This design comes from an exercise in tuning for small area and a short achievable clock period on the open sky130 flow, not from production work. At most, simulation tests tie the RTL to the original design; equivalence was not proved. Power and IR drop assume default switching activity.

==> flow/design.v <==
package mem_instr_cargable_pkg;
    localparam logic [1:0] S_IDLE = 2'd0;
    localparam logic [1:0] S_LOAD = 2'd1;
    localparam logic [1:0] S_DONE = 2'd2;
    localparam logic [31:0] NOP_WORD      = 32'h0000_0000;
    localparam logic [31:0] HALT_WORD_DEF = 32'hFFFF_FFFF;
endpackage
module mem_instr_byte_packer #(
    parameter int NBITS     = 32,
    parameter int BYTE_BITS = 8
) (
    input  logic                 i_clk,
    input  logic                 i_reset_n,
    input  logic                 i_clr,
    input  logic                 i_byte_en,
    input  logic [BYTE_BITS-1:0] i_byte,
    output logic [NBITS-1:0]     o_word,
    output logic                 o_word_valid
);
    localparam int NB = NBITS / BYTE_BITS;
    localparam int CW = (NB > 1) ? $clog2(NB) : 1;
    localparam int SW = NBITS - BYTE_BITS;
    logic [SW-1:0]    shift_q;
    logic [CW-1:0]    cnt_q;
    assign o_word       = {shift_q, i_byte};
    assign o_word_valid = i_byte_en && (cnt_q == CW'(NB - 1));
    always_ff @(posedge i_clk or negedge i_reset_n) begin
        if (!i_reset_n)
            cnt_q <= '0;
        else if (i_clr)
            cnt_q <= '0;
        else if (i_byte_en)
            cnt_q <= cnt_q + CW'(1);
    end
    always_ff @(posedge i_clk) begin
        if (i_byte_en)
            shift_q <= o_word[SW-1:0];
    end
endmodule
module mem_instr_rd_mux #(
    parameter int NBITS  = 32,
    parameter int CELDAS = 64,
    localparam int AW    = (CELDAS > 1) ? $clog2(CELDAS) : 1
) (
    input  logic [CELDAS*NBITS-1:0] i_words,
    input  logic [AW-1:0]           i_idx,
    input  logic                    i_take,
    input  logic                    i_hold,
    input  logic [NBITS-1:0]        i_q,
    output logic [NBITS-1:0]        o_word
);
    localparam int G = CELDAS / 8;
    logic [7:0]       s_lo, s_hi;
    logic [NBITS-1:0] grp [G];
    always_comb begin
        for (int k = 0; k < 8; k++) begin
            s_lo[k] = (i_idx[2:0] == 3'(k));
            s_hi[k] = (i_idx[AW-1:3] == 3'(k));
        end
    end
    for (genvar g = 0; g < G; g++) begin : g_grp
        for (genvar b = 0; b < NBITS; b++) begin : g_bit
            logic [7:0] d;
            for (genvar k = 0; k < 8; k++) begin : g_k
                assign d[k] = i_words[(g*8+k)*NBITS + b];
            end
            mem_instr_sel8 u_sel (
                .i_sel (s_lo),
                .i_d   (d),
                .o_q   (grp[g][b])
            );
        end
    end
    for (genvar b = 0; b < NBITS; b++) begin : g_hi
        logic [7:0] d;
        logic       rd;
        for (genvar g = 0; g < G; g++) begin : g_g
            assign d[g] = grp[g][b];
        end
        mem_instr_sel8 u_sel (
            .i_sel (s_hi),
            .i_d   (d),
            .o_q   (rd)
        );
        mem_instr_ao22 u_out (
            .i_a0 (i_take),
            .i_a1 (rd),
            .i_b0 (i_hold),
            .i_b1 (i_q[b]),
            .o_q  (o_word[b])
        );
    end
endmodule
module mem_instr_sel8 (
    input  logic [7:0] i_sel,
    input  logic [7:0] i_d,
    output logic       o_q
);
    assign o_q = |(i_sel & i_d);
endmodule
module mem_instr_ao22 (
    input  logic i_a0,
    input  logic i_a1,
    input  logic i_b0,
    input  logic i_b1,
    output logic o_q
);
    assign o_q = (i_a0 & i_a1) | (i_b0 & i_b1);
endmodule
import mem_instr_cargable_pkg::*;
module mem_instr_cargable #(
    parameter int               NBITS     = 32,
    parameter int               CELDAS    = 64,
    parameter int               BYTE_BITS = 8,
    parameter logic [NBITS-1:0] HALT_WORD = NBITS'(HALT_WORD_DEF),
    localparam int              LCW       = $clog2(CELDAS + 1)
) (
    input  logic                 i_clk,
    input  logic                 i_reset_n,
    input  logic [NBITS-1:0]     i_PC,
    input  logic                 i_fetch_en,
    output logic [NBITS-1:0]     o_Instruction,
    output logic                 o_pc_err,
    input  logic                 i_load_start,
    input  logic                 i_load_valid,
    input  logic [BYTE_BITS-1:0] i_load_byte,
    output logic                 o_load_ready,
    output logic                 o_load_done,
    output logic [LCW-1:0]       o_load_count
);
    localparam int CW = $clog2(CELDAS + 1);
    localparam int AW = (CELDAS > 1) ? $clog2(CELDAS) : 1;
    localparam int IW = NBITS - 2;
    logic [NBITS-1:0] mem [CELDAS];
    logic [1:0]       state_q;
    logic [CW-1:0]    count_q;
    logic [NBITS-1:0] instr_q;
    logic             err_q;
    logic             byte_en, pk_clr, word_valid;
    logic [NBITS-1:0] word;
    logic [IW-1:0]    idx;
    logic             unused_pc;
    assign idx       = i_PC[NBITS-1:2];
    assign unused_pc = ^i_PC[1:0];
    assign byte_en   = i_load_valid && (state_q == S_LOAD);
    assign pk_clr    = (state_q == S_IDLE) && i_load_start;
    mem_instr_byte_packer #(
        .NBITS     (NBITS),
        .BYTE_BITS (BYTE_BITS)
    ) u_packer (
        .i_clk        (i_clk),
        .i_reset_n    (i_reset_n),
        .i_clr        (pk_clr),
        .i_byte_en    (byte_en),
        .i_byte       (i_load_byte),
        .o_word       (word),
        .o_word_valid (word_valid)
    );
    always_ff @(posedge i_clk or negedge i_reset_n) begin
        if (!i_reset_n) begin
            state_q <= S_IDLE;
            count_q <= '0;
        end else begin
            unique case (state_q)
                S_LOAD: begin
                    if (word_valid) begin
                        count_q <= count_q + CW'(1);
                        if (count_q == CW'(CELDAS - 1))
                            state_q <= S_DONE;
                    end
                end
                S_DONE: state_q <= S_IDLE;
                default: begin
                    if (i_load_start) begin
                        state_q <= S_LOAD;
                        count_q <= '0;
                    end
                end
            endcase
        end
    end
    logic fetch_hold, fetch_take;
    assign fetch_hold = !i_fetch_en || ((state_q == S_IDLE) && i_load_start);
    assign fetch_take = i_fetch_en && (state_q == S_IDLE) && !i_load_start &&
                        (idx < IW'(CELDAS));
    always_ff @(posedge i_clk or negedge i_reset_n) begin
        if (!i_reset_n)
            instr_q <= '0;
        else
            instr_q <= instr_d;
    end
    always_ff @(posedge i_clk or negedge i_reset_n) begin
        if (!i_reset_n) begin
            err_q <= 1'b0;
        end else if (i_fetch_en) begin
            if (state_q != S_IDLE)
                err_q <= 1'b0;
            else if (!i_load_start)
                err_q <= (idx >= IW'(CELDAS));
        end
    end
    logic [7:0] wr_hi, wr_lo;
    always_comb begin
        for (int j = 0; j < 8; j++) begin
            wr_hi[j] = word_valid && (count_q[AW-1:3] == 3'(j));
            wr_lo[j] = (count_q[2:0] == 3'(j));
        end
    end
    for (genvar w = 0; w < CELDAS; w++) begin : g_word
        always_ff @(posedge i_clk) begin
            if (wr_hi[w / 8] && wr_lo[w % 8])
                mem[w] <= word;
        end
    end
    logic [CELDAS*NBITS-1:0] mem_flat;
    logic [NBITS-1:0]        instr_d;
    for (genvar w = 0; w < CELDAS; w++) begin : g_flat
        assign mem_flat[w*NBITS +: NBITS] = mem[w];
    end
    mem_instr_rd_mux #(
        .NBITS  (NBITS),
        .CELDAS (CELDAS)
    ) u_rd_mux (
        .i_words (mem_flat),
        .i_idx   (idx[AW-1:0]),
        .i_take  (fetch_take),
        .i_hold  (fetch_hold),
        .i_q     (instr_q),
        .o_word  (instr_d)
    );
    assign o_Instruction = instr_q;
    assign o_pc_err      = err_q;
    assign o_load_ready  = state_q[0];
    assign o_load_done   = state_q[1];
    assign o_load_count  = count_q;
endmodule
Settings: LEC_CHECK=0, CAP_MARGIN=20, CORE_MARGIN=2, CORE_UTILIZATION=55, SETUP_SLACK_MARGIN=2.55, SLEW_MARGIN=20, SYNTH_HIERARCHICAL=1; clock period 5.0 ns.
run.sh (not shown) runs the stock make flow with config.mk's settings and CLKGATE_MAP_FILE= SYNTH_SCRIPT=/design/flow/synth_recipe.tcl, a recipe that flattens the netlist after the stock synthesis.
The starting point went through all stages and came out clean.
==> next run, changes <==
--- a/flow/design.v
+++ b/flow/design.v
@@ -53,11 +53,11 @@
     logic [7:0]       s_lo, s_hi;
     logic [NBITS-1:0] grp [G];
     always_comb begin
         for (int k = 0; k < 8; k++) begin
             s_lo[k] = (i_idx[2:0] == 3'(k));
-            s_hi[k] = (i_idx[AW-1:3] == 3'(k));
+            s_hi[k] = i_take && (i_idx[AW-1:3] == 3'(k));
         end
     end
     for (genvar g = 0; g < G; g++) begin : g_grp
         for (genvar b = 0; b < NBITS; b++) begin : g_bit
             logic [7:0] d;
@@ -70,44 +70,35 @@
                 .o_q   (grp[g][b])
             );
         end
     end
     for (genvar b = 0; b < NBITS; b++) begin : g_hi
-        logic [7:0] d;
-        logic       rd;
+        logic [8:0] d;
         for (genvar g = 0; g < G; g++) begin : g_g
             assign d[g] = grp[g][b];
         end
-        mem_instr_sel8 u_sel (
-            .i_sel (s_hi),
+        assign d[8] = i_q[b];
+        mem_instr_sel9 u_sel (
+            .i_sel ({i_hold, s_hi}),
             .i_d   (d),
-            .o_q   (rd)
-        );
-        mem_instr_ao22 u_out (
-            .i_a0 (i_take),
-            .i_a1 (rd),
-            .i_b0 (i_hold),
-            .i_b1 (i_q[b]),
-            .o_q  (o_word[b])
+            .o_q   (o_word[b])
         );
     end
 endmodule
 module mem_instr_sel8 (
     input  logic [7:0] i_sel,
     input  logic [7:0] i_d,
     output logic       o_q
 );
     assign o_q = |(i_sel & i_d);
 endmodule
-module mem_instr_ao22 (
-    input  logic i_a0,
-    input  logic i_a1,
-    input  logic i_b0,
-    input  logic i_b1,
-    output logic o_q
-);
-    assign o_q = (i_a0 & i_a1) | (i_b0 & i_b1);
+module mem_instr_sel9 (
+    input  logic [8:0] i_sel,
+    input  logic [8:0] i_d,
+    output logic       o_q
+);
+    assign o_q = |(i_sel & i_d);
 endmodule
 import mem_instr_cargable_pkg::*;
 module mem_instr_cargable #(
     parameter int               NBITS     = 32,
     parameter int               CELDAS    = 64,
Effect: Maximum frequency falls by 4.7%. Area after synthesis barely changes. Die area stays flat. Worst setup slack is worse by 130 ps. Count of clock-buffer cells in the layout falls by 13. Wire length falls by 2.2%. Synthesized cell count falls by 0.85%. Total power is about the same. Combinational power falls by 10%. Via count falls by 0.50%. Sequential share of layout area falls by 0.33 points.

RTL: the design.v shown in full above, as it stands there.
Settings: LEC_CHECK=0, CAP_MARGIN=20, CORE_MARGIN=2, CORE_UTILIZATION=65, CTS_CLUSTER_DIAMETER=80, CTS_CLUSTER_SIZE=25, PLACE_DENSITY=0.72, SETUP_SLACK_MARGIN=2.55, SLEW_MARGIN=20, SYNTH_HIERARCHICAL=1; clock period 5.0 ns.
Next try:
--- a/flow/design.v
+++ b/flow/design.v
@@ -105,8 +105,17 @@
     input  logic i_b1,
     output logic o_q
 );
     assign o_q = (i_a0 & i_a1) | (i_b0 & i_b1);
+endmodule
+module mem_instr_ld_hold (
+    input  logic i_ld,
+    input  logic i_hold,
+    input  logic i_d,
+    input  logic i_q,
+    output logic o_d
+);
+    assign o_d = (i_ld & i_d) | (i_hold & i_q);
 endmodule
 import mem_instr_cargable_pkg::*;
 module mem_instr_cargable #(
     parameter int               NBITS     = 32,
@@ -206,12 +215,22 @@
             wr_lo[j] = (count_q[2:0] == 3'(j));
         end
     end
     for (genvar w = 0; w < CELDAS; w++) begin : g_word
-        always_ff @(posedge i_clk) begin
-            if (wr_hi[w / 8] && wr_lo[w % 8])
-                mem[w] <= word;
-        end
+        logic             ld;
+        logic [NBITS-1:0] nxt;
+        assign ld = wr_hi[w / 8] && wr_lo[w % 8];
+        for (genvar b = 0; b < NBITS; b++) begin : g_bit
+            mem_instr_ld_hold u_ld (
+                .i_ld   (ld),
+                .i_hold (!ld),
+                .i_d    (word[b]),
+                .i_q    (mem[w][b]),
+                .o_d    (nxt[b])
+            );
+        end
+        always_ff @(posedge i_clk)
+            mem[w] <= nxt;
     end
     logic [CELDAS*NBITS-1:0] mem_flat;
     logic [NBITS-1:0]        instr_d;
     for (genvar w = 0; w < CELDAS; w++) begin : g_flat
Outcome: The new run ran to the end with no violations. Via count went up by well over a third. Design area went down slightly. Area after synthesis went down by a few percent. Setup slack degrades by 0.17 ns. Cell count went up by well over a third. Worst hold slack degrades by 0.029 ns. Flip-flop and latch count stays the same. Total power went up by a few percent. Sequential share of layout area went down by 23 points.
The RTL of the second run of this note was laid out without a check of its function.

==> port drivers added, routing unchanged <==
No port has a modelled driver above. Below, the same layouts with a new extraction and two added sets of constraints. Step 1 sets driving cells, clkbuf_16 on the clock port and buf_2 on the other inputs (assumed; they add their load-dependent delay and slew). Step 2, shift: input delay + t, output delay - t, t = (earliest + latest rising clock arrival at the registers) / 2. This alone moves slack from input paths to output paths. Slacks: ideal ports / drivers / drivers and shift; pairs: ideal ports / drivers.
| run | t (ns) | setup WS [ns] | hold slack, ns |
|---|---|---|---|
| the first run of note 1 | 0.902 | 2.456 / 2.353 / 1.451 | 0.187 / 0.125 / 0.475 |
| the second run of note 1 | 0.899 | 2.329 / 2.376 / 1.484 | 0.149 / 0.091 / 0.467 |
| the first run of note 2 | 0.792 | 2.384 / 2.383 / 1.590 | 0.405 / 0.365 / 0.490 |
| the second run of note 2 | 0.821 | 2.212 / 2.065 / 1.244 | 0.376 / 0.320 / 0.468 |
After both steps every run listed still meets setup and hold. The setup slack of the first run of note 1, which loses most, moves by -0.103 ns with the drivers and by -1.005 ns with both steps.
